This design comes from an exercise in tuning for small area on the open sky130 flow, not from production work. Where RTL was checked, it was by simulation tests only, not by an equivalence proof against the original. The RTL of runs 4 and 5 was laid out without a check of its function. No run shown here takes its clock network from TritonCTS; it comes from the design's own scripts or RTL. The clock input has no modelled driver; a real chip could not lean on it and would need a root buffer or a full tree. Power and IR drop assume default switching activity.

`flow/config.mk`:
```
export PLATFORM = sky130hd
export DESIGN_NAME = tcp_syn_os_fingerprinter_top
export DESIGN_NICKNAME = tcp_syn_os_fingerprinter_top
export VERILOG_FILES = /design/flow/design.v
export SDC_FILE = /design/flow/constraint.sdc
export NUM_CORES = 4
export LEC_CHECK = 0
export CAP_MARGIN = 20
export CORE_MARGIN = 2
export CORE_UTILIZATION = 70
export SLEW_MARGIN = 20
```
`flow/constraint.sdc`:
```
create_clock -name core_clock -period 6.0 [get_ports {clk_i}]
set_input_delay 1.2000 -clock core_clock [delete_from_list [all_inputs] [get_ports {clk_i}]]
set_output_delay 1.2000 -clock core_clock [all_outputs]
set_load 0.01 [all_outputs]
```
`flow/design.v`:
```
`timescale 1ns / 1ps
package tsf_pkg;
  localparam logic [4:0] B_NONE = 5'b00000;
  localparam logic [4:0] B_1    = 5'b00001;
  localparam logic [4:0] B_2    = 5'b00010;
  localparam logic [4:0] B_3    = 5'b00100;
  localparam logic [4:0] B_4    = 5'b01000;
  localparam logic [4:0] B_8    = 5'b10000;
  localparam logic [1:0] K_OTHER  = 2'd0;
  localparam logic [1:0] K_UDP    = 2'd1;
  localparam logic [1:0] K_TCP    = 2'd2;
  localparam logic [1:0] K_TCPSYN = 2'd3;
  localparam logic [2:0] C_IDLE  = 3'd0;
  localparam logic [2:0] C_A     = 3'd1;
  localparam logic [2:0] C_B     = 3'd2;
  localparam logic [2:0] C_C     = 3'd3;
  localparam logic [2:0] C_D     = 3'd4;
  localparam logic [2:0] C_E     = 3'd5;
  localparam logic [2:0] C_DE    = 3'd6;
  localparam logic [2:0] C_OTHER = 3'd7;
  localparam logic [2:0] R_NONE = 3'd7;
endpackage
`timescale 1ns / 1ps
module tsf_classify (
  input  logic [2:0] code_i,
  input  logic [5:0] cnt_i,
  input  logic [4:0] byte_i,      
  output logic [2:0] code_o
);
  logic [4:0] need;    
  logic       chk;
  always_comb begin
    need = tsf_pkg::B_NONE;
    case (code_i)
      tsf_pkg::C_A: case (cnt_i)
        6'd28: need = tsf_pkg::B_2;
        6'd24: need = tsf_pkg::B_1;
        6'd23: need = tsf_pkg::B_1;
        6'd22: need = tsf_pkg::B_4;
        default: need = tsf_pkg::B_NONE;
      endcase
      tsf_pkg::C_B: case (cnt_i)
        6'd32: need = tsf_pkg::B_2;
        6'd28: need = tsf_pkg::B_1;
        6'd27: need = tsf_pkg::B_3;
        6'd24: need = tsf_pkg::B_1;
        6'd23: need = tsf_pkg::B_1;
        6'd22: need = tsf_pkg::B_4;
        default: need = tsf_pkg::B_NONE;
      endcase
      tsf_pkg::C_C: case (cnt_i)
        6'd44: need = tsf_pkg::B_2;
        6'd40: need = tsf_pkg::B_1;
        6'd39: need = tsf_pkg::B_3;
        6'd36: need = tsf_pkg::B_1;
        6'd35: need = tsf_pkg::B_1;
        6'd34: need = tsf_pkg::B_8;
        6'd24: need = tsf_pkg::B_4;
        default: need = tsf_pkg::B_NONE;
      endcase
      tsf_pkg::C_DE: case (cnt_i)
        6'd40: need = tsf_pkg::B_2;
        default: need = tsf_pkg::B_NONE;
      endcase
      tsf_pkg::C_D: case (cnt_i)
        6'd34: need = tsf_pkg::B_8;
        6'd24: need = tsf_pkg::B_1;
        6'd23: need = tsf_pkg::B_3;
        default: need = tsf_pkg::B_NONE;
      endcase
      tsf_pkg::C_E: case (cnt_i)
        6'd35: need = tsf_pkg::B_1;
        6'd34: need = tsf_pkg::B_8;
        6'd24: need = tsf_pkg::B_1;
        6'd23: need = tsf_pkg::B_3;
        default: need = tsf_pkg::B_NONE;
      endcase
      default: need = tsf_pkg::B_NONE;
    endcase
  end
  assign chk = ~|(need & ~byte_i);
  always_comb begin
    if (code_i == tsf_pkg::C_DE && cnt_i == 6'd36) begin
      if (byte_i[3])      code_o = tsf_pkg::C_D;
      else if (byte_i[0]) code_o = tsf_pkg::C_E;
      else                    code_o = tsf_pkg::C_OTHER;
    end else if (chk) begin
      code_o = code_i;
    end else begin
      code_o = tsf_pkg::C_OTHER;
    end
  end
endmodule
`timescale 1ns / 1ps
module tsf_core (
  input  logic        clk_i,
  input  logic        rst_ni,
  input  logic        item_valid_i,
  input  logic        op_i,         
  input  logic [4:0]  pl_i,         
  output logic        take_o,
  output logic        res_valid_o,
  input  logic        res_ready_i,
  output logic [2:0]  cls_o,
  output logic        classified_o,
  output logic [15:0] pkt_o,
  output logic [15:0] tcp_o,
  output logic [15:0] udp_o,
  output logic [15:0] cls_total_o
);
  logic [2:0]  code_q, code_d, code_step;
  logic [5:0]  cnt_q, cnt_d;
  logic [15:0] ip_q, tcp_q, udp_q;
  logic [15:0] cc_q [6];
  logic [15:0] cc_sel, cc_inc;
  logic        res_valid_q;
  logic [2:0]  res_q, res_d;
  logic        inc_q;
  logic        started_q;    
  logic        emit;
  logic        is_hdr;
  logic        is_syn, is_tcp, is_udp;
  logic [3:0]  doff;
  assign is_hdr = !op_i;
  assign is_syn = pl_i[4];
  assign is_tcp = pl_i[4] || pl_i[1:0] == tsf_pkg::K_TCP;
  assign is_udp = !pl_i[4] && pl_i[1:0] == tsf_pkg::K_UDP;
  assign doff   = pl_i[3:0];
  assign take_o = item_valid_i && (!res_valid_q || res_ready_i);
  tsf_classify u_classify (
    .code_i (code_q),
    .cnt_i  (cnt_q),
    .byte_i (pl_i),
    .code_o (code_step)
  );
  always_comb begin
    code_d = code_q;
    cnt_d  = cnt_q;
    res_d  = tsf_pkg::R_NONE;
    emit   = 1'b0;
    if (is_hdr) begin
      emit   = 1'b1;
      code_d = tsf_pkg::C_IDLE;
      cnt_d  = {doff, 2'b00};
      if (is_syn) begin
        if (doff <= 4'd5) begin
          res_d = 3'd0;        
        end else begin
          case (doff)
            4'd7:    code_d = tsf_pkg::C_A;
            4'd8:    code_d = tsf_pkg::C_B;
            4'd11:   code_d = tsf_pkg::C_C;
            4'd10:   code_d = tsf_pkg::C_DE;
            default: code_d = tsf_pkg::C_OTHER;
          endcase
        end
      end
    end else if (code_q != tsf_pkg::C_IDLE) begin
      cnt_d  = cnt_q - 1'b1;
      code_d = code_step;
      if (cnt_q == 6'd21) begin
        emit   = 1'b1;
        code_d = tsf_pkg::C_IDLE;
        res_d  = (code_q == tsf_pkg::C_DE || code_q == tsf_pkg::C_OTHER) ? 3'd0 : code_q;
      end
    end
  end
  always_ff @(posedge clk_i or negedge rst_ni) begin
    if (!rst_ni) begin
      code_q      <= tsf_pkg::C_IDLE;
      res_valid_q <= 1'b0;
      inc_q       <= 1'b0;
    end else begin
      if (take_o) begin
        code_q <= code_d;
        res_valid_q <= emit;
      end else if (res_ready_i) begin
        res_valid_q <= 1'b0;
      end
      inc_q <= take_o && emit && (res_d != tsf_pkg::R_NONE);
    end
  end
  always_ff @(posedge clk_i) begin
    if (take_o) begin
      cnt_q <= cnt_d;
    end
    if (take_o && emit) begin
      res_q <= res_d;
    end
  end
  logic [15:0] ip_base, tcp_base, udp_base;
  assign ip_base  = started_q ? ip_q  : '0;
  assign tcp_base = started_q ? tcp_q : '0;
  assign udp_base = started_q ? udp_q : '0;
  always_ff @(posedge clk_i) begin
    ip_q  <= ip_base  + 16'(take_o && is_hdr);
    tcp_q <= tcp_base + 16'(take_o && is_hdr && is_tcp);
    udp_q <= udp_base + 16'(take_o && is_hdr && is_udp);
  end
  always_ff @(posedge clk_i or negedge rst_ni) begin
    if (!rst_ni) begin
      started_q <= 1'b0;
    end else if (take_o) begin
      started_q <= 1'b1;
    end
  end
  logic [5:0] cc_rd;
  always_comb begin
    cc_sel = '0;
    for (int i = 0; i < 6; i++) begin
      cc_rd[i] = started_q && res_q == 3'(i);
      cc_sel   = cc_sel | ({16{cc_rd[i]}} & cc_q[i]);
    end
  end
  assign cc_inc = cc_sel + 16'(inc_q);
  always_ff @(posedge clk_i) begin
    for (int i = 0; i < 6; i++) begin
      if (!started_q || (inc_q && res_q == 3'(i))) cc_q[i] <= cc_inc;
    end
  end
  assign res_valid_o  = res_valid_q;
  assign classified_o = (res_q != tsf_pkg::R_NONE);
  assign cls_o        = (res_q == tsf_pkg::R_NONE) ? 3'd0 : res_q;
  assign pkt_o        = ip_q;
  assign tcp_o        = tcp_q;
  assign udp_o        = udp_q;
  assign cls_total_o  = cc_inc;
endmodule
`timescale 1ns / 1ps
module tcp_syn_os_fingerprinter_top #(
  parameter int unsigned COUNT_WIDTH = 16
) (
  input  logic         clk_i,
  input  logic         rst_ni,
  input  logic         s_axis_tvalid,
  output logic         s_axis_tready,
  input  logic [23:0]  s_axis_tdata,
  input  logic [0:0]   s_axis_tuser,
  output logic         m_axis_tvalid,
  input  logic         m_axis_tready,
  output logic [135:0] m_axis_tdata,
  output logic [0:0]   m_axis_tuser
);
  logic        in_valid_q;
  logic        op_q;
  logic [4:0]  pl_q, pl_in;
  logic [1:0]  kind_in;
  logic [4:0]  bcode_in;
  logic [7:0]  proto, obyte;
  logic        take;
  logic [2:0]  cls;
  logic        classified;
  logic [15:0] pkt, tcp, udp, cls_total;
  assign proto = s_axis_tdata[7:0];
  assign obyte = s_axis_tdata[21:14];
  always_comb begin
    if (proto == 8'd17)     kind_in = tsf_pkg::K_UDP;
    else if (proto == 8'd6) kind_in = (s_axis_tdata[8] && !s_axis_tdata[9]) ? tsf_pkg::K_TCPSYN : tsf_pkg::K_TCP;
    else                    kind_in = tsf_pkg::K_OTHER;
    case (obyte)
      8'd1:    bcode_in = tsf_pkg::B_1;
      8'd2:    bcode_in = tsf_pkg::B_2;
      8'd3:    bcode_in = tsf_pkg::B_3;
      8'd4:    bcode_in = tsf_pkg::B_4;
      8'd8:    bcode_in = tsf_pkg::B_8;
      default: bcode_in = tsf_pkg::B_NONE;
    endcase
    if (s_axis_tuser[0]) begin
      pl_in = bcode_in;
    end else begin
      pl_in[4]   = (kind_in == tsf_pkg::K_TCPSYN);
      pl_in[3:2] = s_axis_tdata[13:12];
      if (kind_in == tsf_pkg::K_TCPSYN) pl_in[1:0] = s_axis_tdata[11:10];
      else                              pl_in[1:0] = kind_in;
    end
  end
  assign s_axis_tready = !in_valid_q || take;
  always_ff @(posedge clk_i or negedge rst_ni) begin
    if (!rst_ni) begin
      in_valid_q <= 1'b0;
    end else begin
      in_valid_q <= !s_axis_tready || s_axis_tvalid;
    end
  end
  always_ff @(posedge clk_i) begin
    if (s_axis_tready) begin
      op_q <= s_axis_tuser[0];
      pl_q <= pl_in;
    end
  end
  tsf_core u_core (
    .clk_i        (clk_i),
    .rst_ni       (rst_ni),
    .item_valid_i (in_valid_q),
    .op_i         (op_q),
    .pl_i         (pl_q),
    .take_o       (take),
    .res_valid_o  (m_axis_tvalid),
    .res_ready_i  (m_axis_tready),
    .cls_o        (cls),
    .classified_o (classified),
    .pkt_o        (pkt),
    .tcp_o        (tcp),
    .udp_o        (udp),
    .cls_total_o  (cls_total)
  );
  assign m_axis_tdata = {5'b0, 16'b0, cls_total, 16'b0, udp, 16'b0, tcp, 16'b0, pkt, cls};
  assign m_axis_tuser = classified;
endmodule
```
`flow/flow/run.sh`:
```
#!/bin/bash
# Own layout flow: the standard.sh with the standard synthesis unchanged, then:
#  - constant outputs keep the single tie cell from synthesis (no per-port tie cells),
#  - port buffers use sky130_fd_sc_hd__buf_1,
#  - the clock tree is built by flow/clock_tree.tcl (sourced before CTS): one root
#    buffer driving CLK_LEAVES leaf buffers, each driving one cluster of flip-flops,
#  - after the floorplan, flow/restructure.tcl re-maps the combinational logic for
#    area with OpenROAD's restructure (ABC) and keeps a single tie cell,
#  - before the placement repair, flow/downsize.tcl puts combinational cells with
#    few loads at their smallest drive strength; repair_design sizes up as needed.
# Each step's full output goes to its own log here.
set -euo pipefail
# Liberty file without the platform's don't-use cells, for restructure.
DONT_USE=$(sed -n '/^export DONT_USE_CELLS += \\/,/^$/p' "$FLOW_HOME/platforms/sky130hd/config.mk" | grep -o 'sky130_fd_sc_hd__[a-z0-9_]*')
python3 flow/filter_lib.py "$FLOW_HOME/platforms/sky130hd/lib/sky130_fd_sc_hd__tt_025C_1v80.lib" "$PWD/rs.lib" $DONT_USE > filter_lib.log 2>&1
export RS_LIB="$PWD/rs.lib"
export RS_DIR="$PWD/rmp"
export POST_FLOORPLAN_TCL="$PWD/flow/restructure.tcl"
export PRE_CTS_TCL="$PWD/flow/clock_tree.tcl"
export CLK_LEAVES=11
export PRE_RESIZE_TCL="$PWD/flow/downsize.tcl"
export DS_MAXFO=8
export CLK_LEAF_BUF=sky130_fd_sc_hd__clkbuf_8
export CLK_ROOT_BUF=sky130_fd_sc_hd__clkbuf_16
bash standard.sh synth > 1_synth.log 2>&1
bash standard.sh SKIP_REPAIR_TIE_FANOUT=1 floorplan > 2_floorplan.log 2>&1
bash standard.sh SKIP_REPAIR_TIE_FANOUT=1 \
  "BUFFER_PORTS_ARGS=-buffer_cell sky130_fd_sc_hd__buf_1" \
  finish > 3_finish.log 2>&1
```
`flow/flow/clock_tree.tcl`:
```
# Sourced by ORFS cts.tcl as PRE_CTS_TCL. Replaces clock_tree_synthesis with a
# small balanced tree: the clock port drives one root buffer, which drives
# CLK_LEAVES leaf buffers; each leaf drives one cluster of the flip-flops (k-means
# with equal cluster sizes).
# Every flip-flop sees the same two buffer levels.

proc ct_assign {pts cent cap} {
  # Nearest-centroid assignment with at most cap points per cluster: pairs are
  # taken in order of distance.
  set pairs {}
  set i 0
  foreach p $pts {
    set c 0
    foreach q $cent {
      lappend pairs [list [expr {abs([lindex $p 0] - [lindex $q 0]) + abs([lindex $p 1] - [lindex $q 1])}] $i $c]
      incr c
    }
    incr i
  }
  set asg [lrepeat [llength $pts] -1]
  set cnt [lrepeat [llength $cent] 0]
  foreach pr [lsort -real -index 0 $pairs] {
    lassign $pr d i c
    if {[lindex $asg $i] < 0 && [lindex $cnt $c] < $cap} {
      lset asg $i $c
      lset cnt $c [expr {[lindex $cnt $c] + 1}]
    }
  }
  return $asg
}

proc ct_kmeans {pts k iters} {
  # pts: list of {x y}; returns {cluster ids, centroids}
  set n [llength $pts]
  set cap [expr {($n + $k - 1) / $k}]
  set sorted [lsort -real -index 0 $pts]
  set cent {}
  for {set i 0} {$i < $k} {incr i} {
    lappend cent [lindex $sorted [expr {int(($i + 0.5) * $n / $k)}]]
  }
  set asg {}
  for {set it 0} {$it < $iters} {incr it} {
    set asg [ct_assign $pts $cent $cap]
    set newc {}
    for {set c 0} {$c < $k} {incr c} {
      set sx 0.0; set sy 0.0; set m 0
      foreach p $pts a $asg {
        if {$a == $c} { set sx [expr {$sx + [lindex $p 0]}]; set sy [expr {$sy + [lindex $p 1]}]; incr m }
      }
      if {$m > 0} { lappend newc [list [expr {$sx / $m}] [expr {$sy / $m}]] } else { lappend newc [lindex $cent $c] }
    }
    set cent $newc
  }
  return [list $asg $cent]
}

rename clock_tree_synthesis ct_orig_clock_tree_synthesis
proc clock_tree_synthesis {args} {
  set db [ord::get_db]
  set block [ord::get_db_block]
  set k $::env(CLK_LEAVES)
  set leaf_master [$db findMaster $::env(CLK_LEAF_BUF)]
  set root_master [$db findMaster $::env(CLK_ROOT_BUF)]
  set clknet [$block findNet clk_i]
  set sinks {}
  set pts {}
  foreach it [$clknet getITerms] {
    set inst [$it getInst]
    set bb [$inst getBBox]
    lappend sinks $it
    lappend pts [list [expr {([$bb xMin] + [$bb xMax]) / 2.0}] [expr {([$bb yMin] + [$bb yMax]) / 2.0}]]
  }
  puts "clock_tree: [llength $sinks] sinks, $k leaves"
  lassign [ct_kmeans $pts $k 30] asg cent
  # root buffer at the centroid of the leaf positions
  set rx 0.0; set ry 0.0
  foreach c $cent { set rx [expr {$rx + [lindex $c 0]}]; set ry [expr {$ry + [lindex $c 1]}] }
  set rx [expr {int($rx / $k)}]; set ry [expr {int($ry / $k)}]
  set rootnet [odb::dbNet_create $block clknet_root]
  $rootnet setSigType CLOCK
  set root [odb::dbInst_create $block $root_master clkbuf_root]
  $root setLocation $rx $ry
  $root setPlacementStatus PLACED
  [$root findITerm A] connect $clknet
  [$root findITerm X] connect $rootnet
  for {set c 0} {$c < $k} {incr c} {
    set net [odb::dbNet_create $block clknet_leaf_$c]
    $net setSigType CLOCK
    set b [odb::dbInst_create $block $leaf_master clkbuf_leaf_$c]
    $b setLocation [expr {int([lindex $cent $c 0])}] [expr {int([lindex $cent $c 1])}]
    $b setPlacementStatus PLACED
    [$b findITerm A] connect $rootnet
    [$b findITerm X] connect $net
    set m 0
    foreach it $sinks a $asg {
      if {$a == $c} { $it disconnect; $it connect $net; incr m }
    }
    puts "clock_tree: leaf $c has $m sinks"
  }
  set_propagated_clock [all_clocks]
}
```
`flow/flow/downsize.tcl`:
```
# Sourced as PRE_RESIZE_TCL: before repair_design, swap each combinational cell
# with at most DS_MAXFO loads for the smallest cell of the same function family
# (same name but for the drive strength), so that repair_design sizes up only
# where a net needs it.
proc ds_base {name} {
  if {[regexp {^(.*)_([0-9]+)$} $name -> b d]} { return $b }
  return ""
}
set ds_lib_cells {}
foreach lc [get_lib_cells sky130_fd_sc_hd__*] {
  set n [get_name $lc]
  set b [ds_base $n]
  if {$b eq ""} continue
  if {[string match "*lpflow*" $n] || [string match "*probe*" $n]} continue
  if {[catch {set a [get_property $lc area]}]} continue
  if {![info exists ds_best($b)] || $a < $ds_besta($b)} { set ds_best($b) $n; set ds_besta($b) $a }
}
set ds_count 0
set ds_saved 0.0
foreach inst [get_cells *] {
  set n [get_property $inst ref_name]
  set lc [get_lib_cells */$n]
  if {[string match "*df*" $n] || [string match "*clk*" $n] || [string match "*conb*" $n] || [string match "*tap*" $n]} continue
  set b [ds_base $n]
  if {$b eq "" || ![info exists ds_best($b)]} continue
  set fo 0
  foreach p [get_pins -of_objects $inst -filter "direction==output"] {
    set net [get_nets -of_objects $p]
    if {$net ne ""} { incr fo [llength [get_pins -of_objects $net -filter "direction==input"]] }
  }
  if {$fo > $::env(DS_MAXFO)} continue
  if {$ds_best($b) ne $n} {
    set ds_saved [expr {$ds_saved + [get_property $lc area] - $ds_besta($b)}]
    replace_cell $inst $ds_best($b)
    incr ds_count
  }
}
puts "downsize: $ds_count cells, [format %.1f $ds_saved] um2"
```
`flow/flow/filter_lib.py`:
```
#!/usr/bin/env python3
"""Copies a liberty file without the cells that the platform marks don't-use
for OpenROAD's restructure.
Usage: filter_lib.py IN.lib OUT.lib PATTERN..."""
import fnmatch
import re
import sys

src, dst, pats = sys.argv[1], sys.argv[2], sys.argv[3:]
text = open(src).read()
out = []
pos = 0
cell_re = re.compile(r'^\s*cell\s*\(\s*"?([^")\s]+)"?\s*\)\s*\{', re.M)
while True:
    m = cell_re.search(text, pos)
    if not m:
        out.append(text[pos:])
        break
    # find the end of the cell group
    depth = 0
    i = m.end() - 1
    while True:
        c = text[i]
        if c == '{':
            depth += 1
        elif c == '}':
            depth -= 1
            if depth == 0:
                break
        i += 1
    name = m.group(1)
    body = text[m.start():i + 1]
    drop = any(fnmatch.fnmatch(name, p) for p in pats)
    pass

    out.append(text[pos:m.start()])
    if not drop:
        out.append(body)
    pos = i + 1
open(dst, 'w').write(''.join(out))
```
`flow/flow/restructure.tcl`:
```
# Sourced by ORFS floorplan.tcl as POST_FLOORPLAN_TCL. Re-maps the combinational
# logic for area with OpenROAD's restructure (ABC), using a liberty file without
# the platform's don't-use cells (RS_LIB), then puts all constant loads back on a
# single tie cell, as synthesis left them.

proc merge_ties {} {
  set block [ord::get_db_block]
  set ties {}
  foreach inst [$block getInsts] {
    if {[[$inst getMaster] getName] eq "sky130_fd_sc_hd__conb_1"} { lappend ties $inst }
  }
  if {[llength $ties] < 2} { return }
  set keep [lindex $ties 0]
  foreach t [lrange $ties 1 end] {
    foreach pin {LO HI} {
      set it [$t findITerm $pin]
      set net [$it getNet]
      if {$net eq "NULL"} continue
      set kit [$keep findITerm $pin]
      set tgt [$kit getNet]
      if {$tgt eq "NULL"} {
        $it disconnect
        $kit connect $net
        continue
      }
      foreach o [$net getITerms] {
        if {[$o getInst] ne $t} { $o disconnect; $o connect $tgt }
      }
      foreach b [$net getBTerms] { $b connect $tgt }
      $it disconnect
      odb::dbNet_destroy $net
    }
    odb::dbInst_destroy $t
  }
  puts "merge_ties: [llength $ties] tie cells merged into one"
}

report_design_area
file mkdir $::env(RS_DIR)
restructure -target area -liberty_file $::env(RS_LIB) \
  -tielo_port sky130_fd_sc_hd__conb_1/LO -tiehi_port sky130_fd_sc_hd__conb_1/HI \
  -work_dir $::env(RS_DIR) -abc_logfile $::env(RS_DIR)/abc.log
merge_ties
report_design_area
```
`flow/standard.sh`:
```
#!/bin/bash
# synth_recipe.tcl (not shown) runs the flow's synth.tcl, then flattens the netlist and writes it again
# the make line also repeats each setting of config.mk as NAME=value (left out here)
make -C /OpenROAD-flow-scripts/flow DESIGN_CONFIG=/design/flow/config.mk WORK_HOME=/design/flow/orfs CLKGATE_MAP_FILE= SYNTH_SCRIPT=/design/flow/synth_recipe.tcl "${@:-finish}"
```
==> impl_metrics.ini, run 1 <==
[pwr]
power_leakage_nw = 2.59
power_per_cell_area_mw_per_mm2 = 316
ir_drop_v = 0.000233

[timing]
maxClockFrequency_mhz = 173
slew_headroom_pct = 39.6
hold_ws_ns = 0.462
worst_pin_slew_ns = 0.898
setup_ws_ns = 0.209
maxSlewViolCount = 0
post-route-min-period_ns = 5.79
setup_viol = 0
fin_crit_sh_pct = 96.5
hold_violations = 0
finClkSkew_ns = 0.0245

[global_route]
grt_usage_pct = 25.7
grt_overflow_total = 0
grt_pass1_vias = 5290
grt_max_degree = 70
grtUsageMet2_pct = 46.3
grt_pass1_wl_mm = 26.6
antenna_found_initial = 0
use_met1_pct = 32.9
grt_use_met3_pct = 4.28
busiest_layer = met2

[final_layout]
fin_cells = 880
area_growth_pct = -5.59
nNetsFinal = 768
fill_cells = 888
drive_gt1_share_pct = 4.21
fin_util_pct = 68.3
diodes = 0

[yosys]
netlist.area_leader.share_pct = 40.0
ys_top_cells_by_area = edfxtp_1, dfxtp_1, buf_4, xor2_1, nor2_1
synth_edf_count = 111
netlist_area_mm2 = 0.00833
ys.flop_type = edfxtp_1
netlist-cell-type-count = 81
syn_nets = 785
syn-mean-instance-area_um2 = 11.2
postSynthCellCount = 743
synth-seq-cells = 166
synthArstFlopShare_pct = 4.22
yosysWarnings = 4
seq_area_frac_synth_pct = 53.6
yosysTopAreaCell = edfxtp_1

[routing]
via_per_inst = 6.17
ant_nets = 0
vias = 5428
wirelength_mm = 16.9
first_iter_violations = 686
drc_errors = 0
dr.pass1.iters = 18
wl_per_cell_um = 19.2

[flow_run]
maxCapViolCount = 0

[setup_path]
crit_start = u_core.res_q[2]
r2r-start = u_core.res_q[2]
end_kind = output pin
r2r_end = u_core.cc_q[2][12]
crit_required_ns = 4.80
path_cells = buf_4, nor2_1, clkinv_1, o21ai_0, a222oi_1, or2_0, or3_1, or3_1, or3_1, nor3_2, clkinv_1, nor2_1, nor2_1, nor2_1, buf_1, buf_1
r2r_cells = 15
cp-start-kind = flip-flop
crit_path_frequent_cell = nor2_1
slowest_delay_ns = 0.48
arrival_ns = 4.59
cp_top_family = simple AND/OR/NAND/NOR gates
path_buf_inv = 5
r2r_slack_ns = 1.76
path_depth = 16
crit_end = m_axis_tdata[111]
slowest_stage = or3_1
path_max_fanout = 16
setup.worst_path.class = flip-flop to output pin

[die]
die_x_um = 113
floorplan.io_pins = 168
rows = 39
die_height_um = 113
fp.coreArea_mm2 = 0.0115
die-area_mm2 = 0.0128
start_util_pct = 72.4

[clock_tree]
insertion_delay_ns = 0.37
clk_pin_slew_worst_paths_ns = 0.09
post-cts-setup-buffer-count = 0
postCtsHoldBufs = 0

[place]
dp_slack_ns = 0.509
port_buffers = 96
gp_congestion = 0.933
dp_hpwl_mm = 11.8
place_inst = 868

[status]
status = no timing/DRC/antenna violations

[worst_hold_path]
worstHoldStart = u_core.ip_q[15]
hp-class = flip-flop to flip-flop
[registers in the layout, summed over array words and instances (netlist names), 3 cells and up]
name / cells
u_core.cc_q: 96
u_core.ip_q: 16
u_core.tcp_q: 16
u_core.udp_q: 16
u_core.cnt_q: 6
pl_q: 5
u_core.code_q: 3
u_core.res_q: 3
[synth_stat cells, types with 15 or more instances]
cell type  instances
nand2_1           58
nand3b_1          25
xor2_1            35
xnor2_1           18
edfxtp_1         111
buf_4             72
clkbuf_1          15
nor2_1            68
dfxtp_1           48
inv_1             19
a21oi_1           25
nand3_1           19
o21ai_0           22
mux2i_1           25
[report_power, final]
group	internal (W)	switching (W)	leakage (nW)	total (W)
sequential	0.00134	0.0000835	1.50	0.00142
combinational	0.000174	0.000372	0.994	0.000546
clock	0.000196	0.000320	0.0914	0.000516
total	0.00171	0.000775	2.59	0.00249
[layout make-up]
type	instances	area, um2	area share, %
well taps	143	179	2.27
repair buffers	118	485	6.17
plain buffers	12	176	2.24
multi-input cells	384	2340	29.7
inverters	57	221	2.81
flip-flops and latches	166	4470	56.8
[cell usage in the layout (no fill, tap or decap), types with 7 or more instances in the layout]
cell type,instances
a21boi_0,9
a21oi_1,16
a222oi_1,9
a32o_1,7
and2_0,13
and3_1,13
buf_1,106
buf_4,11
clkbuf_8,11
clkinv_1,55
dfrtp_1,7
dfxtp_1,48
edfxtp_1,111
nand2_1,23
nand4_1,9
nor2_1,88
nor3_1,36
o21a_1,12
o21ai_0,20
o22a_1,16
o22ai_1,9
or3_1,9
[how the worst min path moves through the flow]
stage / cells after the start / endpoint / slack, ns
4_1_cts: 1 / u_core.ip_q[15] / 0.46
3_3_place_gp: 1 / u_core.tcp_q[15] / 0.43
5_1_grt: 1 / u_core.tcp_q[15] / 0.49
3_5_place_dp: 1 / u_core.ip_q[15] / 0.45
2_1_floorplan: 2 / u_core.started_q / 0.50
6_report: 1 / u_core.ip_q[15] / 0.46
[metrics by stage]
stage               setup TNS (ns)  instance area (um2)  total power, W
detailed placement               0                 7660         0.00199
finish                           0                 7870         0.00249
floorplan                        0                 8330         0.00182
CTS                              0                 7830         0.00249
global route              -0.00807                 7870         0.00261
global placement                 0                 7710         0.00198
[timing repair]
action                                  4_1_cts  5_1_grt
endpoints found under the hold margin         0        0
endpoints found under the setup margin        0        5
resized for setup                             0        6
[cells by family (layout without fill, tap and decap cells)]
kind of cell               count (synthesis)  after routing  share of synthesized area, %
AOI/OAI and AO/OA                         97            152                          8.06
xor gates and xnor gates                  53              7                          5.57
adders and majority gates                 13              0                          1.95
buffers and inverters                    116            187                          8.96
DFF                                      166            166                          53.6
muxes                                     29              0                          3.95
other                                      1              1                        0.0450
and+or+nand+nor                          268            224                          17.8
[layer usage]
layer	share of wire, %	routed length (um)
met1	40	6750
met2	50	8430
met3	8.2	1380
met4	1.9	318
met5	0	0
==> run 2: changes to the inputs <==
--- a/flow/flow/run.sh
+++ b/flow/flow/run.sh
@@ -17,2 +17,3 @@
 export RS_DIR="$PWD/rmp"
+export RS_SLACK=0.5
 export POST_FLOORPLAN_TCL="$PWD/flow/restructure.tcl"
--- a/flow/flow/restructure.tcl
+++ b/flow/flow/restructure.tcl
@@ -41,2 +41,3 @@
   -tielo_port sky130_fd_sc_hd__conb_1/LO -tiehi_port sky130_fd_sc_hd__conb_1/HI \
+  -slack_threshold $::env(RS_SLACK) \
   -work_dir $::env(RS_DIR) -abc_logfile $::env(RS_DIR)/abc.log
==> run 2 against run 1 <==
Net effect: sequential power barely moved; cell count did not move; routed wire length did not move; via count did not move; design area did not move; critical endpoint unchanged.
==> impl_metrics.ini, run 2 <==
[status]
status = no timing/DRC/antenna violations

[global_route]
grt_overflow_total = 0
grt_pass1_vias = 5290
grt_max_degree = 70
antenna_found_initial = 0
grt_usage_pct = 25.7
grt_pass1_wl_mm = 26.6

[die]
fp.coreArea_mm2 = 0.0115
die_height_um = 113
die-area_mm2 = 0.0128
floorplan.io_pins = 168
start_util_pct = 72.4
rows = 39
die_x_um = 113

[yosys]
netlist_area_mm2 = 0.00833
ys.flop_type = edfxtp_1
syn_nets = 785
seq_area_frac_synth_pct = 53.6
synth-seq-cells = 166
synthMostInstantiatedCell = edfxtp_1
synth.top_cells.by_count = edfxtp_1, buf_4, nor2_1
synth_edf_count = 111
postSynthCellCount = 743
netlist.area_leader.share_pct = 40.0
ys_top_cells_by_area = edfxtp_1, dfxtp_1, buf_4, xor2_1, nor2_1
yosysTopAreaCell = edfxtp_1
yosysWarnings = 4
netlist-cell-type-count = 81
synthArstFlopShare_pct = 4.22
syn-mean-instance-area_um2 = 11.2

[place]
dp_slack_ns = 0.509
placed_area_mm2 = 0.00766
port_buffers = 96
gp_congestion = 0.933
dp_hpwl_mm = 11.8

[routing]
dr.pass1.iters = 18
ant_nets = 0
via_per_inst = 6.17
wl_per_cell_um = 19.2
drc_errors = 0
wirelength_mm = 16.9
vias = 5428
first_iter_violations = 686

[timing]
worst_pin_slew_ns = 0.898
setup_ws_ns = 0.209
maxClockFrequency_mhz = 173
hold_violations = 0
post-route-min-period_ns = 5.79
setup_viol = 0
maxSlewViolCount = 0
fin_crit_sh_pct = 96.5
setup_tns_ns = 0
hold_ws_ns = 0.462
finClkSkew_ns = 0.0245
slew_headroom_pct = 39.6

[setup_path]
setup.worst_path.class = flip-flop to output pin
r2r-start = u_core.res_q[2]
cp-start-kind = flip-flop
r2r_cells = 15
crit_end = m_axis_tdata[111]
arrival_ns = 4.59
r2r_end = u_core.cc_q[2][12]
crit_required_ns = 4.80
r2r_slack_ns = 1.76
end_kind = output pin
path_max_fanout = 16
crit_start = u_core.res_q[2]

[clock_tree]
clk_pin_slew_worst_paths_ns = 0.09
post_cts_resized = 0
post-cts-setup-buffer-count = 0
insertion_delay_ns = 0.37
postCtsHoldBufs = 0

[final_layout]
regMostFlops = u_core.cc_q
drive_gt1_share_pct = 4.21
final_cell_mix = edfxtp_1, buf_1, nor2_1
nNetsFinal = 768
largest_reg_flops = 96
fill_cells = 888
final_area_mm2 = 0.00787
final_common_cell = edfxtp_1
fin_util_pct = 68.3
diodes = 0
area_growth_pct = -5.59

[pwr]
power_frac_comb_pct = 22.0
p_clk_share_pct = 20.7
switchingPower_w = 0.000775
swShare_pct = 31.2
internal_power_w = 0.00171
ir_drop_v = 0.000233
power_per_cell_area_mw_per_mm2 = 316
pwr-share-seq_pct = 57.3
power_leakage_nw = 2.59

[flow_run]
maxCapViolCount = 0

[worst_hold_path]
hp-class = flip-flop to flip-flop
worstHoldPathCells = 1
## run 2: cell counts after synthesis
No cell type changed its count.
## run 2: worst min-delay path by stage
stage / start / to / slack [ns]
CTS: u_core.ip_q[15] / u_core.ip_q[15] / 0.46
finish: u_core.ip_q[15] / u_core.ip_q[15] / 0.46
global route: u_core.tcp_q[15] / u_core.tcp_q[15] / 0.49
detailed placement: u_core.ip_q[15] / u_core.ip_q[15] / 0.45
global placement: u_core.tcp_q[15] / u_core.tcp_q[15] / 0.43
floorplan: in_valid_q / u_core.started_q / 0.50
## run 2: final cells by class
cell class	count	area (um2)	area share (%)
well taps	143	179	2.27
inverters	57	221	2.81
multi-input cells	384	2340	29.7
flip-flops and latches	166	4470	56.8
plain buffers	12	176	2.24
repair buffers	118	485	6.17
## run 2: cell families (layout without fill, tap and decap cells)
| logic type | Yosys count | count (layout) | synth area share, % |
|---|---|---|---|
| flip-flops | 166 | 166 | 53.6 |
| adder cells (fa/ha/maj) | 13 | 0 | 1.95 |
| multiplexers | 29 | 0 | 3.95 |
| AND/OR/NAND/NOR | 268 | 224 | 17.8 |
| XOR/XNOR | 53 | 7 | 5.57 |
| other | 1 | 1 | 0.0450 |
| buffers and inverters | 116 | 187 | 8.96 |
| AO/OA/AOI/OAI | 97 | 152 | 8.06 |
## run 2: per-stage QoR
step | power [W] | std cells
finish | 0.00249 | 880
global route | 0.00261 | 880
CTS | 0.00249 | 880
detailed placement | 0.00199 | 868
global placement | 0.00198 | 868
floorplan | 0.00182 | 743
## run 2: worst max-delay path, cell delays in order, from the launching register on
cell and delay, ns:
edfxtp_1 0.43, buf_4 0.23, nor2_1 0.23, clkinv_1 0.17
o21ai_0 0.17, a222oi_1 0.12, or2_0 0.27, or3_1 0.43
or3_1 0.45, or3_1 0.48, nor3_2 0.23, clkinv_1 0.21
nor2_1 0.18, nor2_1 0.06, nor2_1 0.09, buf_1 0.28
buf_1 0.19
## run 2: routing by layer
layer	up-vias	wire length, um	part of all wire (%)	track usage [%]
met5	-	0	0	0
met4	0	318	1.9	5.37
met3	32	1380	8.2	4.28
met2	258	8430	50	46.3
met1	2562	6750	40	32.9
li1	2576	-	-	-
## run 2: power by group through the flow
stage	Combinational (W)	Sequential [W]	Clock [W]
after global routing	0.000604	0.00144	0.000571
after floorplan	0.000407	0.00141	0
after global placement	0.000535	0.00144	0
after detailed placement	0.000539	0.00145	0
final	0.000546	0.00142	0.000516
after CTS	0.000542	0.00142	0.000529
==> run 3: changes to the inputs <==
--- a/flow/flow/run.sh
+++ b/flow/flow/run.sh
@@ -17,3 +17,2 @@
 export RS_DIR="$PWD/rmp"
-export RS_SLACK=0.5
 export POST_FLOORPLAN_TCL="$PWD/flow/restructure.tcl"
@@ -24,3 +23,3 @@
 export CLK_LEAF_BUF=sky130_fd_sc_hd__clkbuf_8
-export CLK_ROOT_BUF=sky130_fd_sc_hd__clkbuf_16
+export CLK_ROOT_BUF=sky130_fd_sc_hd__clkbuf_8
 bash standard.sh synth > 1_synth.log 2>&1
--- a/flow/flow/restructure.tcl
+++ b/flow/flow/restructure.tcl
@@ -41,3 +41,2 @@
   -tielo_port sky130_fd_sc_hd__conb_1/LO -tiehi_port sky130_fd_sc_hd__conb_1/HI \
-  -slack_threshold $::env(RS_SLACK) \
   -work_dir $::env(RS_DIR) -abc_logfile $::env(RS_DIR)/abc.log
==> run 3 against run 2 <==
Net effect: still clean on timing, DRC and antenna; routed wire length barely moved; synthesized area unchanged; first-iteration DRC count grew 4.4%; critical path type unchanged; clock power decreased by 3%; critical endpoint is now m_axis_tdata[114].
==> impl_metrics.ini, run 3 <==
[yosys]
synth_fa_ha_area_share_pct = 1.95
ys.flop_type = edfxtp_1
yosysWarnings = 4
synthArstFlopShare_pct = 4.22
synth_top_family_by_area = simple AND/OR/NAND/NOR gates
synthSimpleGateAreaFrac_pct = 17.8
synthMuxAreaShare_pct = 3.95
yosysTopAreaCell = edfxtp_1
synth_xor_area_share_pct = 5.57
seq_area_frac_synth_pct = 53.6
netlist_area_mm2 = 0.00833
synth-compound-area-share_pct = 8.06
syn-mean-instance-area_um2 = 11.2
ys_top_cells_by_area = edfxtp_1, dfxtp_1, buf_4, xor2_1, nor2_1
synthMostInstantiatedCell = edfxtp_1
synth_edf_count = 111
netlist-cell-type-count = 81
synth.top_cells.by_count = edfxtp_1, buf_4, nor2_1
syn_nets = 785
netlist.area_leader.share_pct = 40.0
postSynthCellCount = 743
synth-seq-cells = 166

[final_layout]
largest_reg_flops = 96
fin_util_pct = 68.3
drive_gt1_share_pct = 4.61
area_growth_pct = -5.59
regArea_mm2 = 0.00447
nNetsFinal = 768
diodes = 0
final_common_cell = edfxtp_1
fill_cells = 891
final_area_mm2 = 0.00787
multi_input_area_mm2 = 0.00235
final_cell_mix = edfxtp_1, buf_1, nor2_1
regMostFlops = u_core.cc_q

[setup_path]
crit_start = u_core.res_q[2]
slowest_stage = or3_1
crit_required_ns = 4.80
r2r_end = u_core.cc_q[5][15]
end_kind = output pin
arrival_ns = 4.61
crit_end = m_axis_tdata[114]
r2r-start = u_core.res_q[2]
crit_path_frequent_cell = or3_1
r2r_slack_ns = 1.78
path_cells = buf_4, nor2_1, clkinv_1, o21ai_0, a222oi_1, or2_0, or3_1, or3_1, or3_1, nor3_2, clkinv_1, nor3b_2, xnor2_2, buf_1
slowest_delay_ns = 0.48
r2r_cells = 13
path_max_fanout = 16
setup.worst_path.class = flip-flop to output pin
cp-start-kind = flip-flop

[die]
die_height_um = 113
die-area_mm2 = 0.0128
die_x_um = 113
rows = 39
start_util_pct = 72.4
fp.coreArea_mm2 = 0.0115
floorplan.io_pins = 168

[routing]
via_per_inst = 6.18
dr.pass1.iters = 17
wirelength_mm = 16.9
drc_errors = 0
first_iter_violations = 716
ant_nets = 0
vias = 5436
wl_per_cell_um = 19.2

[clock_tree]
postCtsHoldBufs = 0
insertion_delay_ns = 0.44
post-cts-setup-buffer-count = 0
clk_pin_slew_worst_paths_ns = 0.09
post_cts_resized = 1

[global_route]
grt_usage_pct = 25.7
grt_pass1_vias = 5300
grt_pass1_wl_mm = 26.6
antenna_found_initial = 0
grt_max_degree = 70
grt_overflow_total = 0

[timing]
hold_violations = 0
maxClockFrequency_mhz = 172
setup_tns_ns = 0
fin_crit_sh_pct = 96.9
setup_viol = 0
slew_headroom_pct = 39.2
hold_ws_ns = 0.463
worst_pin_slew_ns = 0.905
post-route-min-period_ns = 5.81
finClkSkew_ns = 0.0263
maxSlewViolCount = 0

[place]
placed_area_mm2 = 0.00766
gp_congestion = 0.933
port_buffers = 96
dp_hpwl_mm = 11.8

[status]
status = no timing/DRC/antenna violations

[pwr]
power_leakage_nw = 2.59
ir_drop_v = 0.000234
power_per_cell_area_mw_per_mm2 = 314
total_power_w = 0.00247

[worst_hold_path]
hp-class = flip-flop to flip-flop

[flow_run]
maxCapViolCount = 0
==> run 3: layout make-up <==
class,count,area share [%]
Buffer,12,2.10
Inverter,57,2.81
Multi-Input combinational cell,384,29.8
Sequential cell,166,56.8
Tap cell,143,2.27
Timing Repair Buffer,118,6.19
==> run 3: how the worst min path moves through the flow <==
stage,startpoint,end,slack [ns],cells after the start
2_1_floorplan,in_valid_q,u_core.started_q,0.50,2
3_3_place_gp,u_core.tcp_q[15],u_core.tcp_q[15],0.43,1
3_5_place_dp,u_core.ip_q[15],u_core.ip_q[15],0.45,1
4_1_cts,u_core.ip_q[15],u_core.ip_q[15],0.46,1
5_1_grt,u_core.tcp_q[15],u_core.tcp_q[15],0.49,1
6_report,u_core.ip_q[15],u_core.ip_q[15],0.46,1
==> run 3: layer usage <==
metal | global-route usage [%] | vias up | routed length (um)
li1 | - | 2569 | -
met1 | 32.9 | 2580 | 6800
met2 | 46.2 | 258 | 8480
met3 | 4.12 | 29 | 1270
met4 | 6.26 | 0 | 331
met5 | 0 | - | 0
==> run 3: power breakdown <==
part / switching (W) / leakage, nW / internal, W
clock network: 0.000322 / 0.0863 / 0.000179
logic: 0.000371 / 1.00 / 0.000175
registers: 0.0000832 / 1.50 / 0.00134
total: 0.000777 / 2.59 / 0.00169
==> run 3: kinds of logic (layout without fill, tap and decap cells) <==
group                    Yosys count  after routing
AND/OR/NAND/NOR                  268            224
flip-flops                       166            166
buffers and inverters            116            187
AO/OA/AOI/OAI                     97            152
XOR/XNOR                          53              7
multiplexers                      29              0
adder cells (fa/ha/maj)           13              0
other                              1              1
==> run 3: through the flow <==
| stage | setup WS [ns] | instances |
|---|---|---|
| floorplan | 1.82 | 743 |
| global placement | 0.632 | 868 |
| detailed placement | 0.509 | 868 |
| CTS | 0.0369 | 880 |
| global route | -0.0109 | 880 |
| finish | 0.188 | 880 |
==> run 3: worst max-delay path: cells and delay by family (launching register included) <==
family / cells / cell delay (ns)
xor+xnor: 1 / 0.22
simple gates: 7 / 2.44
buf+inv: 4 / 0.81
compound gates: 2 / 0.29
flops: 1 / 0.43
==> run 4: changes to the inputs <==
--- a/flow/design.v
+++ b/flow/design.v
@@ -25,54 +25,34 @@
   input  logic [2:0] code_i,
+  input  logic       fail_i,
   input  logic [5:0] cnt_i,
   input  logic [4:0] byte_i,      
-  output logic [2:0] code_o
+  output logic [2:0] code_o,
+  output logic       fail_o,
+  output logic       last_o,
+  output logic [2:0] cls_o      
 );
   logic [4:0] need;    
-  logic       chk;
+  logic       is_a, is_b, is_c, is_d, is_e, is_de;
+  assign is_a  = (code_i == tsf_pkg::C_A);
+  assign is_b  = (code_i == tsf_pkg::C_B);
+  assign is_c  = (code_i == tsf_pkg::C_C);
+  assign is_d  = (code_i == tsf_pkg::C_D);
+  assign is_e  = (code_i == tsf_pkg::C_E);
+  assign is_de = (code_i == tsf_pkg::C_DE);
   always_comb begin
     need = tsf_pkg::B_NONE;
-    case (code_i)
-      tsf_pkg::C_A: case (cnt_i)
-        6'd28: need = tsf_pkg::B_2;
-        6'd24: need = tsf_pkg::B_1;
-        6'd23: need = tsf_pkg::B_1;
-        6'd22: need = tsf_pkg::B_4;
-        default: need = tsf_pkg::B_NONE;
-      endcase
-      tsf_pkg::C_B: case (cnt_i)
-        6'd32: need = tsf_pkg::B_2;
-        6'd28: need = tsf_pkg::B_1;
-        6'd27: need = tsf_pkg::B_3;
-        6'd24: need = tsf_pkg::B_1;
-        6'd23: need = tsf_pkg::B_1;
-        6'd22: need = tsf_pkg::B_4;
-        default: need = tsf_pkg::B_NONE;
-      endcase
-      tsf_pkg::C_C: case (cnt_i)
-        6'd44: need = tsf_pkg::B_2;
-        6'd40: need = tsf_pkg::B_1;
-        6'd39: need = tsf_pkg::B_3;
-        6'd36: need = tsf_pkg::B_1;
-        6'd35: need = tsf_pkg::B_1;
-        6'd34: need = tsf_pkg::B_8;
-        6'd24: need = tsf_pkg::B_4;
-        default: need = tsf_pkg::B_NONE;
-      endcase
-      tsf_pkg::C_DE: case (cnt_i)
-        6'd40: need = tsf_pkg::B_2;
-        default: need = tsf_pkg::B_NONE;
-      endcase
-      tsf_pkg::C_D: case (cnt_i)
-        6'd34: need = tsf_pkg::B_8;
-        6'd24: need = tsf_pkg::B_1;
-        6'd23: need = tsf_pkg::B_3;
-        default: need = tsf_pkg::B_NONE;
-      endcase
-      tsf_pkg::C_E: case (cnt_i)
-        6'd35: need = tsf_pkg::B_1;
-        6'd34: need = tsf_pkg::B_8;
-        6'd24: need = tsf_pkg::B_1;
-        6'd23: need = tsf_pkg::B_3;
-        default: need = tsf_pkg::B_NONE;
-      endcase
+    case (cnt_i)
+      6'd0:  if (is_a || is_b || is_c || is_de) need = tsf_pkg::B_2;
+      6'd4:  if (is_a || is_b || is_c)          need = tsf_pkg::B_1;
+      6'd5:  if (is_a || is_e)                  need = tsf_pkg::B_1;
+             else if (is_b || is_c)             need = tsf_pkg::B_3;
+      6'd6:  if (is_a)                          need = tsf_pkg::B_4;
+             else if (is_d || is_e)             need = tsf_pkg::B_8;
+      6'd8:  if (is_b || is_c)                  need = tsf_pkg::B_1;
+      6'd9:  if (is_b || is_c)                  need = tsf_pkg::B_1;
+      6'd10: if (is_b)                          need = tsf_pkg::B_4;
+             else if (is_c)                     need = tsf_pkg::B_8;
+      6'd16: if (is_d || is_e)                  need = tsf_pkg::B_1;
+      6'd17: if (is_d || is_e)                  need = tsf_pkg::B_3;
+      6'd20: if (is_c)                          need = tsf_pkg::B_4;
       default: need = tsf_pkg::B_NONE;
@@ -80,14 +60,23 @@
   end
-  assign chk = ~|(need & ~byte_i);
   always_comb begin
-    if (code_i == tsf_pkg::C_DE && cnt_i == 6'd36) begin
+    code_o = code_i;
+    fail_o = fail_i;
+    if (is_de && cnt_i == 6'd4) begin
       if (byte_i[3])      code_o = tsf_pkg::C_D;
       else if (byte_i[0]) code_o = tsf_pkg::C_E;
-      else                    code_o = tsf_pkg::C_OTHER;
-    end else if (chk) begin
-      code_o = code_i;
-    end else begin
-      code_o = tsf_pkg::C_OTHER;
+      else                             fail_o = 1'b1;
+    end else if (|(need & ~byte_i)) begin
+      fail_o = 1'b1;
     end
   end
+  always_comb begin
+    case (code_i)
+      tsf_pkg::C_A:                              last_o = (cnt_i == 6'd7);
+      tsf_pkg::C_B:                              last_o = (cnt_i == 6'd11);
+      tsf_pkg::C_C:                              last_o = (cnt_i == 6'd23);
+      tsf_pkg::C_D, tsf_pkg::C_E, tsf_pkg::C_DE: last_o = (cnt_i == 6'd19);
+      default:                                   last_o = (cnt_i == 6'd63);
+    endcase
+  end
+  assign cls_o = (fail_i || is_de || code_i == tsf_pkg::C_OTHER) ? 3'd0 : code_i;
 endmodule
@@ -129,7 +118,13 @@
   assign take_o = item_valid_i && (!res_valid_q || res_ready_i);
+  logic       fail_q, fail_d, fail_step, last;
+  logic [2:0] cls_last;
   tsf_classify u_classify (
     .code_i (code_q),
+    .fail_i (fail_q),
     .cnt_i  (cnt_q),
     .byte_i (pl_i),
-    .code_o (code_step)
+    .code_o (code_step),
+    .fail_o (fail_step),
+    .last_o (last),
+    .cls_o  (cls_last)
   );
@@ -137,2 +132,3 @@
     code_d = code_q;
+    fail_d = fail_q;
     cnt_d  = cnt_q;
@@ -143,3 +139,4 @@
       code_d = tsf_pkg::C_IDLE;
-      cnt_d  = {doff, 2'b00};
+      fail_d = 1'b0;
+      cnt_d  = {4'd5 - doff, 2'b00};    
       if (is_syn) begin
@@ -149,6 +146,6 @@
           case (doff)
-            4'd7:    code_d = tsf_pkg::C_A;
-            4'd8:    code_d = tsf_pkg::C_B;
-            4'd11:   code_d = tsf_pkg::C_C;
-            4'd10:   code_d = tsf_pkg::C_DE;
+            4'd7:    begin code_d = tsf_pkg::C_A;  cnt_d = '0; end
+            4'd8:    begin code_d = tsf_pkg::C_B;  cnt_d = '0; end
+            4'd11:   begin code_d = tsf_pkg::C_C;  cnt_d = '0; end
+            4'd10:   begin code_d = tsf_pkg::C_DE; cnt_d = '0; end
             default: code_d = tsf_pkg::C_OTHER;
@@ -158,8 +155,9 @@
     end else if (code_q != tsf_pkg::C_IDLE) begin
-      cnt_d  = cnt_q - 1'b1;
+      cnt_d  = cnt_q + 1'b1;
       code_d = code_step;
-      if (cnt_q == 6'd21) begin
+      fail_d = fail_step;
+      if (last) begin
         emit   = 1'b1;
         code_d = tsf_pkg::C_IDLE;
-        res_d  = (code_q == tsf_pkg::C_DE || code_q == tsf_pkg::C_OTHER) ? 3'd0 : code_q;
+        res_d  = cls_last;
       end
@@ -184,3 +182,4 @@
     if (take_o) begin
-      cnt_q <= cnt_d;
+      cnt_q  <= cnt_d;
+      fail_q <= fail_d;
     end
--- a/flow/flow/run.sh
+++ b/flow/flow/run.sh
@@ -23,3 +23,3 @@
 export CLK_LEAF_BUF=sky130_fd_sc_hd__clkbuf_8
-export CLK_ROOT_BUF=sky130_fd_sc_hd__clkbuf_8
+export CLK_ROOT_BUF=sky130_fd_sc_hd__clkbuf_16
 bash standard.sh synth > 1_synth.log 2>&1
==> run 4 against run 3 <==
Net effect: still clean on timing, DRC and antenna; synthesized cell count is 1.1% lower; combinational power fell by 25%; sequential share of layout area is 0.15 points lower; clock power up 3%; critical endpoint unchanged; largest cell class unchanged.
==> impl_metrics.ini, run 4 <==
[status]
status = no timing/DRC/antenna violations

[timing]
slew_headroom_pct = 36.6
setup_viol = 0
finClkSkew_ns = 0.0133
post-route-min-period_ns = 5.86
worst_pin_slew_ns = 0.942
fin_crit_sh_pct = 97.7
hold_ws_ns = 0.460
hold_violations = 0
setup_tns_ns = 0
maxSlewViolCount = 0
maxClockFrequency_mhz = 171

[yosys]
synth-seq-cells = 167
postSynthCellCount = 735
yosysWarnings = 4
synthMostInstantiatedCell = edfxtp_1
syn-mean-instance-area_um2 = 11.4
netlist_area_mm2 = 0.00838
synth_edf_count = 112
netlist-cell-type-count = 71
yosysTopAreaCell = edfxtp_1
ys.flop_type = edfxtp_1
synth.top_cells.by_count = edfxtp_1, buf_4, nand2_1
synthArstFlopShare_pct = 4.19
ys_top_cells_by_area = edfxtp_1, dfxtp_1, buf_4, xnor2_1, and2_1
syn_nets = 778
seq_area_frac_synth_pct = 53.7
netlist.area_leader.share_pct = 40.1

[die]
die-area_mm2 = 0.0129
rows = 39
die_height_um = 113
start_util_pct = 72.5
floorplan.io_pins = 168
fp.coreArea_mm2 = 0.0116
die_x_um = 113

[global_route]
grt_pass1_wl_mm = 25.9
antenna_found_initial = 0
grt_overflow_total = 0
grt_pass1_vias = 5416
grt_max_degree = 70
grt_usage_pct = 24.4

[setup_path]
path_max_fanout = 22
cp_top_family = simple AND/OR/NAND/NOR gates
slowest_delay_ns = 0.46
path_buf_inv = 3
crit_path_frequent_cell = nor2_2
cp-start-kind = flip-flop
path_cells = buf_12, nor2_2, clkinv_1, nor2_2, a222oi_1, or3_4, or3_1, or2_0, or3_1, or2_0, nor2_1, nand2b_1, or2_0, nor2_2, nand2b_1, or2_4, nor2_2, xnor2_1, buf_2
arrival_ns = 4.66
r2r_slack_ns = 1.49
slowest_stage = edfxtp_1
crit_required_ns = 4.80
setup.worst_path.class = flip-flop to output pin
end_kind = output pin

[routing]
first_iter_violations = 578
ant_nets = 0
via_per_inst = 6.21
wirelength_mm = 16.0
drc_errors = 0
wl_per_cell_um = 18.2
vias = 5464
dr.pass1.iters = 8

[worst_hold_path]
hp-class = flip-flop to flip-flop

[final_layout]
largest_reg_flops = 96
final_common_cell = edfxtp_1
fill_cells = 907
final_cell_mix = edfxtp_1, buf_1, nor2_1
area_growth_pct = -5.27
nNetsFinal = 768
regMostFlops = u_core.cc_q
diodes = 0
fin_util_pct = 68.7
drive_gt1_share_pct = 6.92

[place]
gp_congestion = 0.883
port_buffers = 96
dp_hpwl_mm = 10.9

[clock_tree]
insertion_delay_ns = 0.37
clk_pin_slew_worst_paths_ns = 0.09

[pwr]
power_leakage_nw = 2.62
power_per_cell_area_mw_per_mm2 = 293
ir_drop_v = 0.000271

[flow_run]
maxCapViolCount = 0
[run 4: cell count changes in the layout (fill, tap and decap cells not counted), moves of 6 or more]
cell | before | now
nand4_1 | 9 | 3
a21oi_1 | 16 | 24
a22oi_1 | 3 | 10
clkinv_1 | 55 | 45
or3_1 | 9 | 2
nand2_1 | 23 | 29
o21ai_0 | 20 | 26
o22ai_1 | 9 | 21
nor2_1 | 87 | 74
xnor2_1 | 3 | 9
[run 4: cells by family after synthesis]
group	after synthesis	share of synthesized area [%]
and+or+nand+nor	256	16.9
xor gates and xnor gates	58	6.06
DFF	167	53.7
buffers and inverters	119	9.12
other	1	0.0447
AOI/OAI and AO/OA	92	7.93
adders and majority gates	14	2.09
muxes	28	4.19
[run 4: cell type report]
| class | count | area (um2) | share of cell area (%) |
|---|---|---|---|
| flip-flops and latches | 167 | 4500 | 56.7 |
| multi-input cells | 384 | 2340 | 29.4 |
| repair buffers | 125 | 557 | 7.01 |
| inverters | 49 | 191 | 2.41 |
| well taps | 143 | 179 | 2.25 |
| plain buffers | 12 | 176 | 2.22 |
[run 4: final timing paths]
path                             startpoint                 end  cells after the start
setup / recovery            u_core.res_q[1]   m_axis_tdata[114]                     19
max in group asynchronous            rst_ni          in_valid_q                      1
min in group asynchronous            rst_ni  u_core.res_valid_q                      1
setup reg to reg            u_core.res_q[1]  u_core.cc_q[2][15]                     19
hold reg to reg            u_core.tcp_q[15]    u_core.tcp_q[15]                      1
hold / removal             u_core.tcp_q[15]    u_core.tcp_q[15]                      1
[run 4: repair_timing]
| item | 4_1_cts | 5_1_grt |
|---|---|---|
| setup endpoints to repair | 2 | 4 |
| buffers inserted | 0 | 4 |
| resized for setup | 3 | 20 |
| hold buffers | 0 | 0 |
| pin swaps | 0 | 3 |
[run 4: stage by stage]
step	total power (W)	worst slack, ns	instance area [um2]	instances
5_1_grt	0.00245	-0.0497	7940	880
2_1_floorplan	0.00170	1.93	8380	735
6_report	0.00233	0.138	7940	880
4_1_cts	0.00233	-0.00242	7860	876
3_3_place_gp	0.00181	0.388	7730	863
3_5_place_dp	0.00182	0.347	7680	864
[run 4: layer usage]
layer	share of wire [%]	global-route usage, %
met2	50	44.0
met5	0	0
met1	40	30.5
met3	7.5	4.36
met4	2.2	6.75
[run 4: report_power, final]
group,switching (W),total (W),internal [W]
sequential,0.0000837,0.00140,0.00131
clock,0.000323,0.000519,0.000196
combinational,0.000272,0.000411,0.000139
total,0.000678,0.00233,0.00165
==> run 5: changes to the inputs <==
--- a/flow/design.v
+++ b/flow/design.v
@@ -2,8 +2,8 @@
 package tsf_pkg;
-  localparam logic [4:0] B_NONE = 5'b00000;
-  localparam logic [4:0] B_1    = 5'b00001;
-  localparam logic [4:0] B_2    = 5'b00010;
-  localparam logic [4:0] B_3    = 5'b00100;
-  localparam logic [4:0] B_4    = 5'b01000;
-  localparam logic [4:0] B_8    = 5'b10000;
+  localparam logic [2:0] B_OTHER = 3'd0;
+  localparam logic [2:0] B_1     = 3'd1;
+  localparam logic [2:0] B_2     = 3'd2;
+  localparam logic [2:0] B_3     = 3'd3;
+  localparam logic [2:0] B_4     = 3'd4;
+  localparam logic [2:0] B_8     = 3'd5;
   localparam logic [1:0] K_OTHER  = 2'd0;
@@ -27,3 +27,3 @@
   input  logic [5:0] cnt_i,
-  input  logic [4:0] byte_i,      
+  input  logic [2:0] byte_i,
   output logic [2:0] code_o,
@@ -33,3 +33,3 @@
 );
-  logic [4:0] need;    
+  logic [2:0] need;    
   logic       is_a, is_b, is_c, is_d, is_e, is_de;
@@ -42,3 +42,3 @@
   always_comb begin
-    need = tsf_pkg::B_NONE;
+    need = tsf_pkg::B_OTHER;
     case (cnt_i)
@@ -57,3 +57,3 @@
       6'd20: if (is_c)                          need = tsf_pkg::B_4;
-      default: need = tsf_pkg::B_NONE;
+      default: need = tsf_pkg::B_OTHER;
     endcase
@@ -64,6 +64,6 @@
     if (is_de && cnt_i == 6'd4) begin
-      if (byte_i[3])      code_o = tsf_pkg::C_D;
-      else if (byte_i[0]) code_o = tsf_pkg::C_E;
+      if (byte_i == tsf_pkg::B_4)      code_o = tsf_pkg::C_D;
+      else if (byte_i == tsf_pkg::B_1) code_o = tsf_pkg::C_E;
       else                             fail_o = 1'b1;
-    end else if (|(need & ~byte_i)) begin
+    end else if (need != tsf_pkg::B_OTHER && need != byte_i) begin
       fail_o = 1'b1;
@@ -124,3 +124,3 @@
     .cnt_i  (cnt_q),
-    .byte_i (pl_i),
+    .byte_i (pl_i[2:0]),
     .code_o (code_step),
@@ -246,3 +246,3 @@
   logic [1:0]  kind_in;
-  logic [4:0]  bcode_in;
+  logic [2:0]  bcode_in;
   logic [7:0]  proto, obyte;
@@ -264,12 +264,10 @@
       8'd8:    bcode_in = tsf_pkg::B_8;
-      default: bcode_in = tsf_pkg::B_NONE;
+      default: bcode_in = tsf_pkg::B_OTHER;
     endcase
-    if (s_axis_tuser[0]) begin
-      pl_in = bcode_in;
-    end else begin
-      pl_in[4]   = (kind_in == tsf_pkg::K_TCPSYN);
-      pl_in[3:2] = s_axis_tdata[13:12];
-      if (kind_in == tsf_pkg::K_TCPSYN) pl_in[1:0] = s_axis_tdata[11:10];
-      else                              pl_in[1:0] = kind_in;
-    end
+    pl_in[4]   = !s_axis_tuser[0] && kind_in == tsf_pkg::K_TCPSYN;
+    pl_in[3]   = s_axis_tdata[13];
+    pl_in[2]   = s_axis_tuser[0] ? bcode_in[2] : s_axis_tdata[12];
+    if (s_axis_tuser[0])                  pl_in[1:0] = bcode_in[1:0];
+    else if (kind_in == tsf_pkg::K_TCPSYN) pl_in[1:0] = s_axis_tdata[11:10];
+    else                                   pl_in[1:0] = kind_in;
   end
--- a/flow/flow/run.sh
+++ b/flow/flow/run.sh
@@ -17,2 +17,3 @@
 export RS_DIR="$PWD/rmp"
+export RS_SLACK=1.0
 export POST_FLOORPLAN_TCL="$PWD/flow/restructure.tcl"
--- a/flow/flow/restructure.tcl
+++ b/flow/flow/restructure.tcl
@@ -41,2 +41,3 @@
   -tielo_port sky130_fd_sc_hd__conb_1/LO -tiehi_port sky130_fd_sc_hd__conb_1/HI \
+  -slack_threshold $::env(RS_SLACK) \
   -work_dir $::env(RS_DIR) -abc_logfile $::env(RS_DIR)/abc.log
==> run 5 against run 4 <==
Net effect: still clean; clock power hardly changed; total power is 0.44% lower; register-to-register slack better by 0.03 ns; highest routed layer unchanged.
==> impl_metrics.ini, run 5 <==
[worst_hold_path]
hp-class = flip-flop to flip-flop
whs_endpoint = u_core.udp_q[15]
worstHoldPathCells = 1
worstHoldStart = u_core.udp_q[15]

[final_layout]
nNetsFinal = 777
final_cell_mix = edfxtp_1, buf_1, nor2_1
diodes = 0
regArea_mm2 = 0.00450
drive_gt1_share_pct = 6.03
fin_cells = 893
final_common_cell = edfxtp_1
fill_cells = 954
multi_input_area_mm2 = 0.00233
largest_reg_flops = 96
final_area_mm2 = 0.00794
area_growth_pct = -6.32
regMostFlops = u_core.cc_q

[die]
die_x_um = 114
die-area_mm2 = 0.0130
die_height_um = 114
start_util_pct = 71.1
rows = 40
fp.coreArea_mm2 = 0.0119
floorplan.io_pins = 168

[timing]
hold_violations = 0
slew_headroom_pct = 29.6
rsz0062_at_grt = false
finClkSkew_ns = 0.0136
fin_crit_sh_pct = 95.3
setup_ws_ns = 0.285
post-route-min-period_ns = 5.72
worst_pin_slew_ns = 1.05
setup_tns_ns = 0
maxSlewViolCount = 0
maxClockFrequency_mhz = 175
setup_viol = 0

[setup_path]
arrival_ns = 4.52
r2r_cells = 22
r2r_end = u_core.cc_q[0][15]
r2r_slack_ns = 1.52
end_kind = output pin
path_max_fanout = 4
setup.worst_path.class = flip-flop to output pin
cp-start-kind = flip-flop
crit_required_ns = 4.80
r2r-start = u_core.res_q[1]

[yosys]
netlist.area_leader.share_pct = 39.7
ys.flop_type = edfxtp_1
ys_top_cells_by_area = edfxtp_1, dfxtp_1, buf_4, xnor2_1, nand2_1
synthMostInstantiatedCell = edfxtp_1
yosysWarnings = 4
syn-mean-instance-area_um2 = 11.2
synth_edf_count = 112
synth-seq-cells = 167
netlist_area_mm2 = 0.00847
yosysTopAreaCell = edfxtp_1
syn_nets = 801
synth.top_cells.by_count = edfxtp_1, nand2_1, buf_4
seq_area_frac_synth_pct = 53.1
netlist-cell-type-count = 67
synthArstFlopShare_pct = 4.19
postSynthCellCount = 758

[clock_tree]
insertion_delay_ns = 0.37
clk_pin_slew_worst_paths_ns = 0.09
postCtsHoldBufs = 0

[routing]
wl_per_cell_um = 17.9
wirelength_mm = 16.0
ant_nets = 0
drc_errors = 0
via_per_inst = 6.16
dr.pass1.iters = 5
first_iter_violations = 403
vias = 5503

[status]
status = no timing/DRC/antenna violations

[pwr]
power_per_cell_area_mw_per_mm2 = 292
power_leakage_nw = 2.64
ir_drop_v = 0.000211

[flow_run]
maxCapViolCount = 0

[global_route]
antenna_found_initial = 0
grt_usage_pct = 23.6
grt_pass1_wl_mm = 25.0
grt_pass1_vias = 5215
grt_max_degree = 70
grt_overflow_total = 0

[place]
dp_hpwl_mm = 11.4
port_buffers = 96
place_inst = 878
placed_area_mm2 = 0.00769
dp_slack_ns = 0.182
gp_congestion = 0.883
run 5: cell types whose count changed in the layout (fill, tap and decap cells not counted), moves of 7 or more:
cell,before,now
o22ai_1,21,37
buf_1,104,111
a221oi_1,3,10
a22oi_1,10,1
nor2_1,74,67
run 5: final cells by class:
class / count / area share [%]
multi-input combinational: 385 / 29.4
timing repair buffer: 129 / 6.87
inverter: 53 / 2.54
tap: 147 / 2.32
buffer: 12 / 2.22
sequential: 167 / 56.7
run 5: how the worst max path moves through the flow:
| stage | slack, ns | end | cells after the start | start |
|---|---|---|---|---|
| global placement | 0.33 | m_axis_tdata[114] | 22 | u_core.started_q |
| global route | 0.01 | m_axis_tdata[114] | 22 | u_core.res_q[1] |
| finish | 0.28 | m_axis_tdata[114] | 22 | u_core.res_q[1] |
| detailed placement | 0.18 | m_axis_tdata[113] | 19 | u_core.res_q[2] |
| floorplan | 2.07 | m_axis_tdata[113] | 14 | u_core.res_q[2] |
| CTS | 0.004 | m_axis_tdata[114] | 22 | u_core.res_q[1] |
run 5: cells by family after synthesis:
kind of cell | after synthesis | share of synthesized area (%)
AND/OR/NAND/NOR | 266 | 17.3
flip-flops | 167 | 53.1
buffers and inverters | 119 | 8.98
AO/OA/AOI/OAI | 99 | 8.24
XOR/XNOR | 59 | 6.10
multiplexers | 33 | 4.13
adder cells (fa/ha/maj) | 14 | 2.07
other | 1 | 0.0443
run 5: critical path, cell delays in order, from the launching register on:
cell and delay, ns:
edfxtp_1 0.39, buf_4 0.15, nor3_2 0.18, clkinv_1 0.11, o221ai_1 0.20, a221oi_1 0.09, or2_1 0.27, nor2_2 0.13
nand2b_1 0.09, or3_1 0.40, or3_1 0.39, or2_1 0.27, nor2_2 0.15, nand2b_1 0.11, nor2_2 0.13, nand2b_1 0.07
or2_0 0.27, nor2_2 0.16, inv_2 0.08, nor2_4 0.12, inv_2 0.06, a2bb2oi_2 0.16, clkbuf_2 0.15
run 5: power breakdown:
group	total (W)	switching (W)	leakage [nW]	internal, W
registers	0.00140	0.0000866	1.52	0.00131
clock network	0.000516	0.000320	0.0914	0.000196
logic	0.000403	0.000267	1.03	0.000136
run 5: metrics by stage:
| stage | power [W] | utilization, % | hold WS (ns) |
|---|---|---|---|
| 2_1_floorplan | 0.00172 | - | 0.505 |
| 5_1_grt | 0.00242 | 66.6 | 0.469 |
| 4_1_cts | 0.00233 | 66.4 | 0.460 |
| 6_report | 0.00232 | 66.6 | 0.457 |
| 3_5_place_dp | 0.00182 | 64.6 | 0.447 |
| 3_3_place_gp | 0.00181 | 65.1 | 0.432 |
run 5: what timing repair did:
action	CTS	global route
pin swaps	0	2
endpoints found under the setup margin	2	2
endpoints found under the hold margin	0	0
gates resized for setup	10	12
setup buffers	2	1
run 5: metal layers:
metal / up-vias / global-route usage, % / wire, um
met5: - / 0 / 0
met3: 33 / 4.14 / 1200
met2: 217 / 41.9 / 7900
li1: 2621 / - / -
met4: 0 / 5.61 / 383
met1: 2632 / 30.4 / 6490

[static timing again, ports no longer ideal]
Ports are ideal in the flow. The routed layouts listed here were re-timed in OpenROAD.
Step 1 assumes that a clkbuf_16 drives the clock port and a buf_2 every other input.
Step 2 adds t to the input delays and takes it off the output delays; t is the mean of the earliest and latest rising clock arrival at the registers after step 1. Input paths then give back, and output paths get back, about the clock's delay inside the block.
Three values: ideal ports, drivers, drivers and shift; two values: the first two.
| run | shift t [ns] | slack for setup (ns) | worst setup path at the end | slew at the worst register clock pin (ns) | pins driven straight from the clock port |
|---|---|---|---|---|---|
| run 1 | 0.397 | 0.209 / 0.169 / 0.566 | register to output | 0.10 / 0.10 | 1 |
| run 2 | 0.397 | 0.209 / 0.169 / 0.566 | register to output | 0.10 / 0.10 | 1 |
| run 3 | 0.458 | 0.188 / 0.153 / 0.610 | register to output | 0.10 / 0.10 | 1 |
| run 4 | 0.403 | 0.138 / 0.098 / 0.501 | register to output | 0.10 / 0.10 | 1 |
| run 5 | 0.407 | 0.285 / 0.243 / 0.651 | register to output | 0.10 / 0.10 | 1 |
After both steps every run listed still meets setup and hold.
